What follows belongs to an exercise in optimizing a design on an open flow for small area; a production flow would make more cautious choices.
At most, simulation tests tie the RTL to the original design; equivalence was not proved.
Power figures rest on the tool's default switching activity, not on a simulated workload.

## the reference run
==> module cpu_control, before the edit <==
module cpu_control (
    input  logic       clk,
    input  logic       rst,
    input  logic [3:0] op,           
    input  logic       ready,
    input  logic       t,            
    output logic [3:0] ph,
    output logic       init,
    output logic       fetch,
    output logic       rot1,
    output logic       rot2,
    output logic       mem,
    output logic       in_pc,
    output logic       halted
);
    localparam logic [2:0] S_INIT  = 3'd0;   
    localparam logic [2:0] S_FETCH = 3'd1;
    localparam logic [2:0] S_WAIT  = 3'd4;   
    localparam logic [2:0] S_ROT1  = 3'd5;   
    localparam logic [2:0] S_ROT2  = 3'd6;   
    localparam logic [2:0] S_MEM   = 3'd2;   
    localparam logic [2:0] S_PC    = 3'd7;   
    localparam logic [2:0] S_HALT  = 3'd3;
    logic [2:0] st;
    logic       ph15;
    assign ph15   = (ph == 4'd15);
    assign init   = (st == S_INIT);
    assign fetch  = (st == S_FETCH);
    assign rot1   = (st == S_ROT1);
    assign rot2   = (st == S_ROT2);
    assign mem    = (st == S_MEM);
    assign in_pc  = (st == S_PC);
    assign halted = (st == S_HALT);
    always_ff @(posedge clk or negedge rst) begin
        if (!rst) begin
            st <= S_INIT;
            ph <= 4'd0;
        end else begin
            ph <= ph + 4'd1;
            case (st)
                S_INIT:  if (ph15) st <= S_FETCH;
                S_FETCH: if (ready) st <= (op == cpu_pkg::OP_HALT) ? S_HALT : S_WAIT;
                S_WAIT:  if (ph15) st <= S_ROT1;
                S_ROT1:  if (ph15) st <= ((op == cpu_pkg::OP_SW || op == cpu_pkg::OP_LW) && !t)
                                         ? S_MEM : S_ROT2;
                S_ROT2:  if (ph15) st <= S_PC;
                S_MEM:   if (ready) st <= t ? S_WAIT : S_ROT2;
                S_PC:    if (ph15) st <= S_FETCH;
                default: st <= S_HALT;
            endcase
        end
    end
endmodule
==> module cpu_fetch_unit, before the edit <==
module cpu_fetch_unit (
    input  logic        clk,
    input  logic        init,
    input  logic        fetch,
    input  logic        rot1,
    input  logic        rot2,
    input  logic        mem,
    input  logic        in_pc,
    input  logic [3:0]  ph,
    input  logic [3:0]  op,
    input  logic [15:0] mem_rdata,
    input  logic        a,           
    input  logic        sum,         
    input  logic        cout,
    input  logic        taken,
    output logic        t,
    output logic        c,
    output logic        immbit,
    output logic        offbit,
    output logic        w0,
    output logic        w1,
    output logic        pc0,
    output logic [7:0]  mem_addr,
    output logic [15:0] mem_wdata,
    output logic        mem_we
);
    logic [7:0]  pc;
    logic [7:0]  imm;
    logic [15:0] w;
    logic        ldsel;      
    logic        sext;       
    logic [3:0]  bsel;
    logic        mbit;
    assign ldsel  = mem | (rot1 & t);
    assign sext   = ph[3] & ~t & (op == cpu_pkg::OP_LI);
    assign bsel   = {ph[3] & ~sext, ph[2:0] | {3{sext}}};
    assign mbit   = mem_rdata[bsel];
    assign immbit = mbit;
    assign offbit = imm[0];
    assign w0     = w[0];
    assign w1     = w[1];
    assign pc0    = pc[0];
    assign mem_addr  = ldsel ? imm : pc;
    assign mem_wdata = w;
    assign mem_we    = mem & ~t;
    always_ff @(posedge clk) begin
        if ((rot1 && !t || in_pc) && !ph[3]) imm <= {mbit, imm[7:1]};
        if (init || (in_pc && !ph[3])) pc <= {sum & ~init, pc[7:1]};
        if (rot1 || rot2) w <= {(rot1 & t) ? mbit : a, w[15:1]};
        c <= cout;
        if (fetch)     t <= 1'b0;
        else if (rot1 && ph == 4'd15) t <= t | (op == cpu_pkg::OP_LW);
        else if (rot2) t <= taken;
    end
endmodule
clock: 10.0 ns
lec_check: 0
cap_margin: 20
core_margin: 2
core_utilization: 40
slew_margin: 20
synth_hierarchical: 0
standard.sh (not shown) runs the stock make flow with config.mk's settings and CLKGATE_MAP_FILE= SYNTH_SCRIPT=/design/flow/synth_recipe.tcl, a recipe that flattens the netlist after the stock synthesis.
==> flow/flow/run.sh <==
#!/bin/bash
# The standard flow's layout with four changes:
#  - synthesis is the standard synthesis script, except that ABC maps each
#    module's logic with an area-oriented script (flow/abc_*.script, chosen
#    per module below); registers, their names and cells are as in the
#    standard synthesis;
#  - the smallest buffer on every input and output port;
#  - a clock tree without dummy loads;
#  - after floorplanning, every combinational cell swapped to the smallest
#    cell of its function (the later repair steps upsize where needed).
# Each step logs to its own file in this folder.
set -euo pipefail
export BUFFER_PORTS_ARGS="-buffer_cell sky130_fd_sc_hd__buf_1"
export CTS_ARGS="-sink_clustering_enable -repair_clock_nets -dont_use_dummy_load -buf_list sky130_fd_sc_hd__clkbuf_4 -sink_clustering_size 12 -sink_clustering_max_diameter 40"
HERE=$PWD
# ABC script per module: flow/abc_<letter>.script
PLAN="cpu_top c"
{
  cat <<TCL
proc abc {args} {
  set i [lsearch \$args -script]
  foreach {mod scr} {$PLAN} {
    set a \$args
    lset a [expr {\$i + 1}] $HERE/flow/abc_\$scr.script
    yosys abc {*}\$a \$mod
  }
}
TCL
  cat synth_recipe.tcl
} > own_synth.tcl
sed "s|SYNTH_SCRIPT=[^ ]*|SYNTH_SCRIPT=$HERE/own_synth.tcl|" standard.sh > own_standard.sh
bash own_standard.sh synth > synth.log 2>&1
bash own_standard.sh floorplan > floorplan.log 2>&1
RES=orfs/results/$FLOW_PLATFORM/cpu_top/base
LIB_FILE=$FLOW_HOME/platforms/$FLOW_PLATFORM/lib/sky130_fd_sc_hd__tt_025C_1v80.lib \
ODB_IN=$RES/2_floorplan.odb ODB_OUT=$RES/2_floorplan.odb \
  openroad -no_init -exit flow/downsize.tcl > downsize.log 2>&1
bash own_standard.sh finish > finish.log 2>&1
Other scripts of this flow, unchanged in this note and not shown: flow/flow/abc_a.script, flow/flow/abc_b.script, flow/flow/abc_c.script, flow/flow/downsize.tcl
The reference run finished all stages; the layout is clean.
Modified inputs, the trial run compared to the reference run
--- a/flow/design.v
+++ b/flow/design.v
@@ -34,18 +34,18 @@
     output logic       mem,
     output logic       in_pc,
     output logic       halted
 );
     localparam logic [2:0] S_INIT  = 3'd0;   
     localparam logic [2:0] S_FETCH = 3'd1;
-    localparam logic [2:0] S_WAIT  = 3'd4;   
-    localparam logic [2:0] S_ROT1  = 3'd5;   
-    localparam logic [2:0] S_ROT2  = 3'd6;   
-    localparam logic [2:0] S_MEM   = 3'd2;   
-    localparam logic [2:0] S_PC    = 3'd7;   
-    localparam logic [2:0] S_HALT  = 3'd3;
+    localparam logic [2:0] S_WAIT  = 3'd2;   
+    localparam logic [2:0] S_ROT1  = 3'd3;   
+    localparam logic [2:0] S_ROT2  = 3'd4;   
+    localparam logic [2:0] S_MEM   = 3'd5;   
+    localparam logic [2:0] S_PC    = 3'd6;   
+    localparam logic [2:0] S_HALT  = 3'd7;
     logic [2:0] st;
     logic       ph15;
     assign ph15   = (ph == 4'd15);
     assign init   = (st == S_INIT);
     assign fetch  = (st == S_FETCH);
     assign rot1   = (st == S_ROT1);
@@ -103,31 +103,27 @@
     output logic        mem_we
 );
     logic [7:0]  pc;
     logic [7:0]  imm;
     logic [15:0] w;
     logic        ldsel;      
-    logic        sext;       
-    logic [3:0]  bsel;
     logic        mbit;
     assign ldsel  = mem | (rot1 & t);
-    assign sext   = ph[3] & ~t & (op == cpu_pkg::OP_LI);
-    assign bsel   = {ph[3] & ~sext, ph[2:0] | {3{sext}}};
-    assign mbit   = mem_rdata[bsel];
-    assign immbit = mbit;
+    assign mbit   = mem_rdata[ph];
+    assign immbit = imm[0];
     assign offbit = imm[0];
     assign w0     = w[0];
     assign w1     = w[1];
     assign pc0    = pc[0];
     assign mem_addr  = ldsel ? imm : pc;
     assign mem_wdata = w;
     assign mem_we    = mem & ~t;
     always_ff @(posedge clk) begin
-        if ((rot1 && !t || in_pc) && !ph[3]) imm <= {mbit, imm[7:1]};
+        if ((rot1 && !t || in_pc) && !ph[3] || rot2 && op == cpu_pkg::OP_LI) imm <= {rot1 ? mbit : imm[7], imm[7:1]};
         if (init || (in_pc && !ph[3])) pc <= {sum & ~init, pc[7:1]};
-        if (rot1 || rot2) w <= {(rot1 & t) ? mbit : a, w[15:1]};
+        if (!mem) w <= {(rot1 & t) ? mbit : a, w[15:1]};
         c <= cout;
         if (fetch)     t <= 1'b0;
         else if (rot1 && ph == 4'd15) t <= t | (op == cpu_pkg::OP_LW);
         else if (rot2) t <= taken;
     end
 endmodule
==> comparison <==
- Static power due to leakage: the trial run better than the reference run
- What the reference run reported for met1 wire length has to be multiplied by 0.948 to get the figure for the trial run.
- Row register-to-register setup slack: the trial run higher / the reference run lower
- On stage delay of the slowest cell on the critical path: between the reference run and the trial run, it ends up higher for the reference run.
- Total chip power down 900 uW in the trial run wrt the reference run
- Compared to the reference run, the trial run has overall routed net length about 1.5% lower.
- The trial run -> the reference run: sequential share of layout area flat
- As far as post-synthesis register bit count goes, the reference run and the trial run are indistinguishable; the numbers are identical.
- Summary of the trial run over the reference run: final setup slack of the worst path saw a decrease, global-route wire length before repair went down by about 2%, maximum frequency went down.
No functional check of the RTL was part of any run of this note.

========
## job 8566
The RTL this note starts from:
==> flow/design.v <==
`timescale 1ns/1ps
`default_nettype none
package cpu_pkg;
    localparam logic [3:0] OP_ADD  = 4'h0;
    localparam logic [3:0] OP_SUB  = 4'h1;
    localparam logic [3:0] OP_AND  = 4'h2;
    localparam logic [3:0] OP_OR   = 4'h3;
    localparam logic [3:0] OP_XOR  = 4'h4;
    localparam logic [3:0] OP_NOT  = 4'h5;
    localparam logic [3:0] OP_SLA  = 4'h6;
    localparam logic [3:0] OP_SRA  = 4'h7;
    localparam logic [3:0] OP_LI   = 4'h8;
    localparam logic [3:0] OP_LW   = 4'h9;
    localparam logic [3:0] OP_SW   = 4'hA;
    localparam logic [3:0] OP_BIZ  = 4'hB;
    localparam logic [3:0] OP_BNZ  = 4'hC;
    localparam logic [3:0] OP_HALT = 4'hD;
    localparam logic [3:0] OP_JMP  = 4'hE;
endpackage
`default_nettype wire
`timescale 1ns/1ps
`default_nettype none
module cpu_control (
    input  logic       clk,
    input  logic       rst,
    input  logic [3:0] op,           
    input  logic       ready,
    input  logic       t,            
    output logic [3:0] ph,
    output logic       init,
    output logic       fetch,
    output logic       rot1,
    output logic       rot2,
    output logic       mem,
    output logic       in_pc,
    output logic       halted
);
    localparam logic [2:0] S_INIT  = 3'd0;   
    localparam logic [2:0] S_FETCH = 3'd1;
    localparam logic [2:0] S_WAIT  = 3'd2;   
    localparam logic [2:0] S_ROT1  = 3'd3;   
    localparam logic [2:0] S_ROT2  = 3'd4;   
    localparam logic [2:0] S_MEM   = 3'd5;   
    localparam logic [2:0] S_PC    = 3'd6;   
    localparam logic [2:0] S_HALT  = 3'd7;
    logic [2:0] st;
    logic       ph15;
    assign ph15   = (ph == 4'd15);
    assign init   = (st == S_INIT);
    assign fetch  = (st == S_FETCH);
    assign rot1   = (st == S_ROT1);
    assign rot2   = (st == S_ROT2);
    assign mem    = (st == S_MEM);
    assign in_pc  = (st == S_PC);
    assign halted = (st == S_HALT);
    always_ff @(posedge clk or negedge rst) begin
        if (!rst) begin
            st <= S_INIT;
            ph <= 4'd0;
        end else begin
            ph <= ph + 4'd1;
            case (st)
                S_INIT:  if (ph15) st <= S_FETCH;
                S_FETCH: if (ready) st <= (op == cpu_pkg::OP_HALT) ? S_HALT : S_WAIT;
                S_WAIT:  if (ph15) st <= S_ROT1;
                S_ROT1:  if (ph15) st <= ((op == cpu_pkg::OP_SW || op == cpu_pkg::OP_LW) && !t)
                                         ? S_MEM : S_ROT2;
                S_ROT2:  if (ph15) st <= S_PC;
                S_MEM:   if (ready) st <= t ? S_WAIT : S_ROT2;
                S_PC:    if (ph == 4'd7) st <= S_FETCH;
                default: st <= S_HALT;
            endcase
        end
    end
endmodule
`default_nettype wire
`timescale 1ns/1ps
`default_nettype none
module cpu_fetch_unit (
    input  logic        clk,
    input  logic        init,
    input  logic        fetch,
    input  logic        rot1,
    input  logic        rot2,
    input  logic        mem,
    input  logic        in_pc,
    input  logic [3:0]  ph,
    input  logic [3:0]  op,
    input  logic [15:0] mem_rdata,
    input  logic        a,           
    input  logic        sum,         
    input  logic        cout,
    input  logic        taken,
    output logic        t,
    output logic        c,
    output logic        immbit,
    output logic        offbit,
    output logic        w0,
    output logic        w1,
    output logic        pc0,
    output logic [7:0]  mem_addr,
    output logic [15:0] mem_wdata,
    output logic        mem_we
);
    logic [7:0]  pc;
    logic [7:0]  imm;
    logic [15:0] w;
    logic        ldsel;      
    logic        sext;       
    logic [3:0]  bsel;
    logic        mbit;
    assign ldsel  = mem | (rot1 & t);
    assign sext   = ph[3] & ~t & (op == cpu_pkg::OP_LI);
    assign bsel   = {ph[3] & ~sext, ph[2:0] | {3{sext}}};
    assign mbit   = mem_rdata[bsel];
    assign immbit = mbit;
    assign offbit = imm[0];
    assign w0     = w[0];
    assign w1     = w[1];
    assign pc0    = pc[0];
    assign mem_addr  = ldsel ? imm : pc;
    assign mem_wdata = w;
    assign mem_we    = mem & ~t;
    always_ff @(posedge clk) begin
        if ((rot1 && !t && !ph[3]) || in_pc) imm <= {mbit, imm[7:1]};
        if (init || in_pc) pc <= {sum & ~init, pc[7:1]};
        if (rot1 || rot2) w <= {(rot1 & t) ? mbit : a, w[15:1]};
        c <= cout;
        if (fetch)     t <= 1'b0;
        else if (rot1 && ph == 4'd15) t <= t | (op == cpu_pkg::OP_LW);
        else if (rot2) t <= taken;
    end
endmodule
`default_nettype wire
`timescale 1ns/1ps
`default_nettype none
module cpu_regfile (
    input  logic        clk,
    input  logic [3:0]  we_lo,    
    input  logic [3:0]  we_hi,    
    input  logic        wbit,     
    input  logic [3:0]  ra,       
    output logic        a         
);
    logic [15:0] regs [16];
    logic [15:0] cur;
    always_ff @(posedge clk) begin
        for (int i = 0; i < 16; i++) begin
            regs[i] <= {(we_lo[i % 4] & we_hi[i / 4]) ? wbit : regs[i][0], regs[i][15:1]};
        end
    end
    always_comb begin
        for (int i = 0; i < 16; i++) cur[i] = regs[i][0];
    end
    assign a = cur[ra];
endmodule
`default_nettype wire
`timescale 1ns/1ps
`default_nettype none
module cpu_execute (
    input  logic [3:0] op,
    input  logic       init,
    input  logic       in_pc,
    input  logic       ph0,
    input  logic       ph15,
    input  logic       a,        
    input  logic       w0,       
    input  logic       w1,       
    input  logic       immbit,   
    input  logic       offbit,   
    input  logic       pc0,      
    input  logic       t,        
    input  logic       c,        
    output logic       sum,
    output logic       cout,
    output logic       wbit,     
    output logic       taken     
);
    logic is_sub, is_br, xa, xb, cin;
    assign is_sub = (op == cpu_pkg::OP_SUB);
    assign is_br  = (op == cpu_pkg::OP_BIZ) | (op == cpu_pkg::OP_BNZ);
    assign xa = in_pc ? pc0 : a;
    always_comb begin
        if (in_pc)                       xb = t & offbit;
        else if (is_br)                  xb = 1'b1;      
        else if (op == cpu_pkg::OP_SLA)  xb = a;         
        else                             xb = w0 ^ is_sub;
    end
    assign cin  = ph0 ? (in_pc | is_sub) : c;
    assign sum  = xa ^ xb ^ cin;
    assign cout = (xa & xb) | (xa & cin) | (xb & cin);
    always_comb begin
        case (op)
            cpu_pkg::OP_ADD, cpu_pkg::OP_SUB: wbit = sum;
            cpu_pkg::OP_AND: wbit = a & w0;
            cpu_pkg::OP_OR:  wbit = a | w0;
            cpu_pkg::OP_XOR: wbit = a ^ w0;
            cpu_pkg::OP_NOT: wbit = ~a;
            cpu_pkg::OP_SLA: wbit = cin;
            cpu_pkg::OP_SRA: wbit = ph15 ? w0 : w1;
            cpu_pkg::OP_LI:  wbit = immbit;
            default:         wbit = w0;          
        endcase
        if (init) wbit = 1'b0;
    end
    assign taken = (op == cpu_pkg::OP_JMP) | ((op == cpu_pkg::OP_BIZ) & ~cout)
                 | ((op == cpu_pkg::OP_BNZ) & cout);
endmodule
`default_nettype wire
`timescale 1ns/1ps
`default_nettype none
module cpu_top (
    input  logic                   clk,
    input  logic                   rst,
    output logic [8-1:0] mem_addr,
    output logic [16-1:0] mem_wdata,
    output logic                   mem_we,
    output logic                   mem_req_valid,
    input  logic                   mem_req_ready,
    input  logic [16-1:0] mem_rdata,
    output logic                   halted
);
    logic [3:0] ph;
    logic       init, fetch, rot1, rot2, mem, in_pc;
    logic       t, c, immbit, offbit, w0, w1, pc0, sum, cout, wbit, taken, a;
    logic [3:0] op;
    logic [3:0] ra;
    logic [3:0] we_lo, we_hi;
    logic       wr;
    assign op = mem_rdata[15:12];
    assign mem_req_valid = fetch | mem;
    cpu_control control_inst (
        .clk    (clk),
        .rst    (rst),
        .op     (op),
        .ready  (mem_req_ready),
        .t      (t),
        .ph     (ph),
        .init   (init),
        .fetch  (fetch),
        .rot1   (rot1),
        .rot2   (rot2),
        .mem    (mem),
        .in_pc  (in_pc),
        .halted (halted)
    );
    cpu_fetch_unit fetch_inst (
        .clk       (clk),
        .init      (init),
        .fetch     (fetch),
        .rot1      (rot1),
        .rot2      (rot2),
        .mem       (mem),
        .in_pc     (in_pc),
        .ph        (ph),
        .op        (op),
        .mem_rdata (mem_rdata),
        .a         (a),
        .sum       (sum),
        .cout      (cout),
        .taken     (taken),
        .t         (t),
        .c         (c),
        .immbit    (immbit),
        .offbit    (offbit),
        .w0        (w0),
        .w1        (w1),
        .pc0       (pc0),
        .mem_addr  (mem_addr),
        .mem_wdata (mem_wdata),
        .mem_we    (mem_we)
    );
    cpu_execute execute_inst (
        .op     (op),
        .init   (init),
        .in_pc  (in_pc),
        .ph0    (ph == 4'd0),
        .ph15   (ph == 4'd15),
        .a      (a),
        .w0     (w0),
        .w1     (w1),
        .immbit (immbit),
        .offbit (offbit),
        .pc0    (pc0),
        .t      (t),
        .c      (c),
        .sum    (sum),
        .cout   (cout),
        .wbit   (wbit),
        .taken  (taken)
    );
    always_comb begin
        if (rot1 && op <= cpu_pkg::OP_XOR)
            ra = mem_rdata[3:0];
        else if (op == cpu_pkg::OP_SW || op == cpu_pkg::OP_BIZ || op == cpu_pkg::OP_BNZ)
            ra = mem_rdata[11:8];
        else
            ra = mem_rdata[7:4];
    end
    assign wr = rot2 & (op <= cpu_pkg::OP_LW);
    always_comb begin
        for (int i = 0; i < 4; i++) begin
            we_lo[i] = init | (wr & (mem_rdata[9:8] == 2'(i)));
            we_hi[i] = init | (mem_rdata[11:10] == 2'(i));
        end
    end
    cpu_regfile regfile_inst (
        .clk   (clk),
        .we_lo (we_lo),
        .we_hi (we_hi),
        .wbit  (wbit),
        .ra    (ra),
        .a     (a)
    );
endmodule
`default_nettype wire
Settings: LEC_CHECK=0, CAP_MARGIN=20, CORE_MARGIN=2, CORE_UTILIZATION=40, SLEW_MARGIN=20, SYNTH_HIERARCHICAL=1; clock period 10.0 ns.
==> flow/flow/run.sh <==
#!/bin/bash
set -euo pipefail
export BUFFER_PORTS_ARGS="-buffer_cell sky130_fd_sc_hd__buf_1"
export CTS_ARGS="-sink_clustering_enable -repair_clock_nets -dont_use_dummy_load -buf_list sky130_fd_sc_hd__clkbuf_4 -sink_clustering_size 12 -sink_clustering_max_diameter 40"
bash standard.sh > standard.log 2>&1
What job 222 does differently from job 8566 at the input level:
diff --git a/flow/design.v b/flow/design.v
--- a/flow/design.v
+++ b/flow/design.v
@@ -62,8 +62,11 @@
             case (st)
                 S_INIT:  if (ph15) st <= S_FETCH;
-                S_FETCH: if (ready) st <= (op == cpu_pkg::OP_HALT) ? S_HALT : S_WAIT;
+                S_FETCH: if (ready) begin
+                    if (op == cpu_pkg::OP_LW)        st <= S_MEM;
+                    else if (op == cpu_pkg::OP_HALT) st <= S_HALT;
+                    else                             st <= S_WAIT;
+                end
                 S_WAIT:  if (ph15) st <= S_ROT1;
-                S_ROT1:  if (ph15) st <= ((op == cpu_pkg::OP_SW || op == cpu_pkg::OP_LW) && !t)
-                                         ? S_MEM : S_ROT2;
+                S_ROT1:  if (ph15) st <= (op == cpu_pkg::OP_SW && !t) ? S_MEM : S_ROT2;
                 S_ROT2:  if (ph15) st <= S_PC;
                 S_MEM:   if (ready) st <= t ? S_WAIT : S_ROT2;
@@ -86,5 +89,4 @@
     input  logic        in_pc,
     input  logic [3:0]  ph,
-    input  logic [3:0]  op,
     input  logic [15:0] mem_rdata,
     input  logic        a,           
@@ -95,5 +97,4 @@
     output logic        c,
     output logic        immbit,
-    output logic        offbit,
     output logic        w0,
     output logic        w1,
@@ -107,13 +108,6 @@
     logic [15:0] w;
     logic        ldsel;      
-    logic        sext;       
-    logic [3:0]  bsel;
-    logic        mbit;
     assign ldsel  = mem | (rot1 & t);
-    assign sext   = ph[3] & ~t & (op == cpu_pkg::OP_LI);
-    assign bsel   = {ph[3] & ~sext, ph[2:0] | {3{sext}}};
-    assign mbit   = mem_rdata[bsel];
-    assign immbit = mbit;
-    assign offbit = imm[0];
+    assign immbit = ph[3] ? imm[7] : imm[ph[2:0]];
     assign w0     = w[0];
     assign w1     = w[1];
@@ -123,10 +117,9 @@
     assign mem_we    = mem & ~t;
     always_ff @(posedge clk) begin
-        if ((rot1 && !t && !ph[3]) || in_pc) imm <= {mbit, imm[7:1]};
+        if (fetch) imm <= mem_rdata[7:0];
         if (init || in_pc) pc <= {sum & ~init, pc[7:1]};
-        if (rot1 || rot2) w <= {(rot1 & t) ? mbit : a, w[15:1]};
+        if (rot1 || rot2) w <= {(rot1 & t) ? mem_rdata[ph] : a, w[15:1]};
         c <= cout;
-        if (fetch)     t <= 1'b0;
-        else if (rot1 && ph == 4'd15) t <= t | (op == cpu_pkg::OP_LW);
+        if (fetch)     t <= (mem_rdata[15:12] == cpu_pkg::OP_LW);
         else if (rot2) t <= taken;
     end
@@ -168,5 +161,4 @@
     input  logic       w1,       
     input  logic       immbit,   
-    input  logic       offbit,   
     input  logic       pc0,      
     input  logic       t,        
@@ -182,5 +174,5 @@
     assign xa = in_pc ? pc0 : a;
     always_comb begin
-        if (in_pc)                       xb = t & offbit;
+        if (in_pc)                       xb = t & immbit;
         else if (is_br)                  xb = 1'b1;      
         else if (op == cpu_pkg::OP_SLA)  xb = a;         
@@ -223,5 +215,5 @@
     logic [3:0] ph;
     logic       init, fetch, rot1, rot2, mem, in_pc;
-    logic       t, c, immbit, offbit, w0, w1, pc0, sum, cout, wbit, taken, a;
+    logic       t, c, immbit, w0, w1, pc0, sum, cout, wbit, taken, a;
     logic [3:0] op;
     logic [3:0] ra;
@@ -254,5 +246,4 @@
         .in_pc     (in_pc),
         .ph        (ph),
-        .op        (op),
         .mem_rdata (mem_rdata),
         .a         (a),
@@ -263,5 +254,4 @@
         .c         (c),
         .immbit    (immbit),
-        .offbit    (offbit),
         .w0        (w0),
         .w1        (w1),
@@ -281,5 +271,4 @@
         .w1     (w1),
         .immbit (immbit),
-        .offbit (offbit),
         .pc0    (pc0),
         .t      (t),
### Flow results
Post-route clock period utilization: job 222 vs job 8566 up 3.4 points
Relative to job 8566, the total wirelength of the detailed-routed design measured on job 222 has increased by a few percent.
Against job 8566, first-iteration DRC count in job 222 fell by a few percent.
The fraction of layout instances using a drive strength above 1 number comes out higher for job 8566 vs job 222.
Re xor and xnor area share after synthesis: job 8566 was higher than job 222.
Against job 8566, job 222 reports a register share of the cell area that is higher.
Slowest library cell on the worst path: sky130_fd_sc_hd__a21oi_1 -> job 222, sky130_fd_sc_hd__mux4_1 -> job 8566
Between job 222 and job 8566, the fraction of power consumed by sequential logic is higher for job 8566.
Relative to job 8566, worst stage delay on the critical path has increased by 0.18 ns in job 222.
Looking at maximum clock rate, job 222 sits about 5% below job 8566.
Job 222 ends up with lower switching part of the total power than job 8566 does.
Post-route total power: job 222 < job 8566
The lower setup slack came out of job 222.
The RTL of job 8566 was laid out without a check of its function.

==> afterwards: timing with drivers on the ports <==
How much do the figures lean on ideal ports? The routed layouts below were timed once more, with nothing changed but the port constraints. Step 1 assumes that a clkbuf_16 drives the clock port and a buf_2 every other input. Step 2, shift: input delay + t, output delay - t, t = (earliest + latest rising clock arrival at the registers) / 2. This alone moves slack from input paths to output paths. Three values: ideal, step 1, step 2; two values: the first two.
run	t (ns)	setup WS [ns]	clock arrival spread, ns	worst data-port slew with drivers (ns)	pins driven straight from the clock port
the reference run	0.627	3.433 / 3.412 / 2.785	0.094 / 0.095	0.05	1
the trial run	0.596	3.078 / 3.065 / 2.469	0.084 / 0.085	0.07	1
job 8566	0.604	3.713 / 3.708 / 3.104	0.100 / 0.100	0.05	1
job 222	0.603	3.372 / 3.371 / 2.768	0.105 / 0.106	0.05	1
After both steps every run listed still meets setup and hold. For the reference run, which loses most, drivers alone change the setup slack by -0.021 ns; drivers and shift together by -0.648 ns.
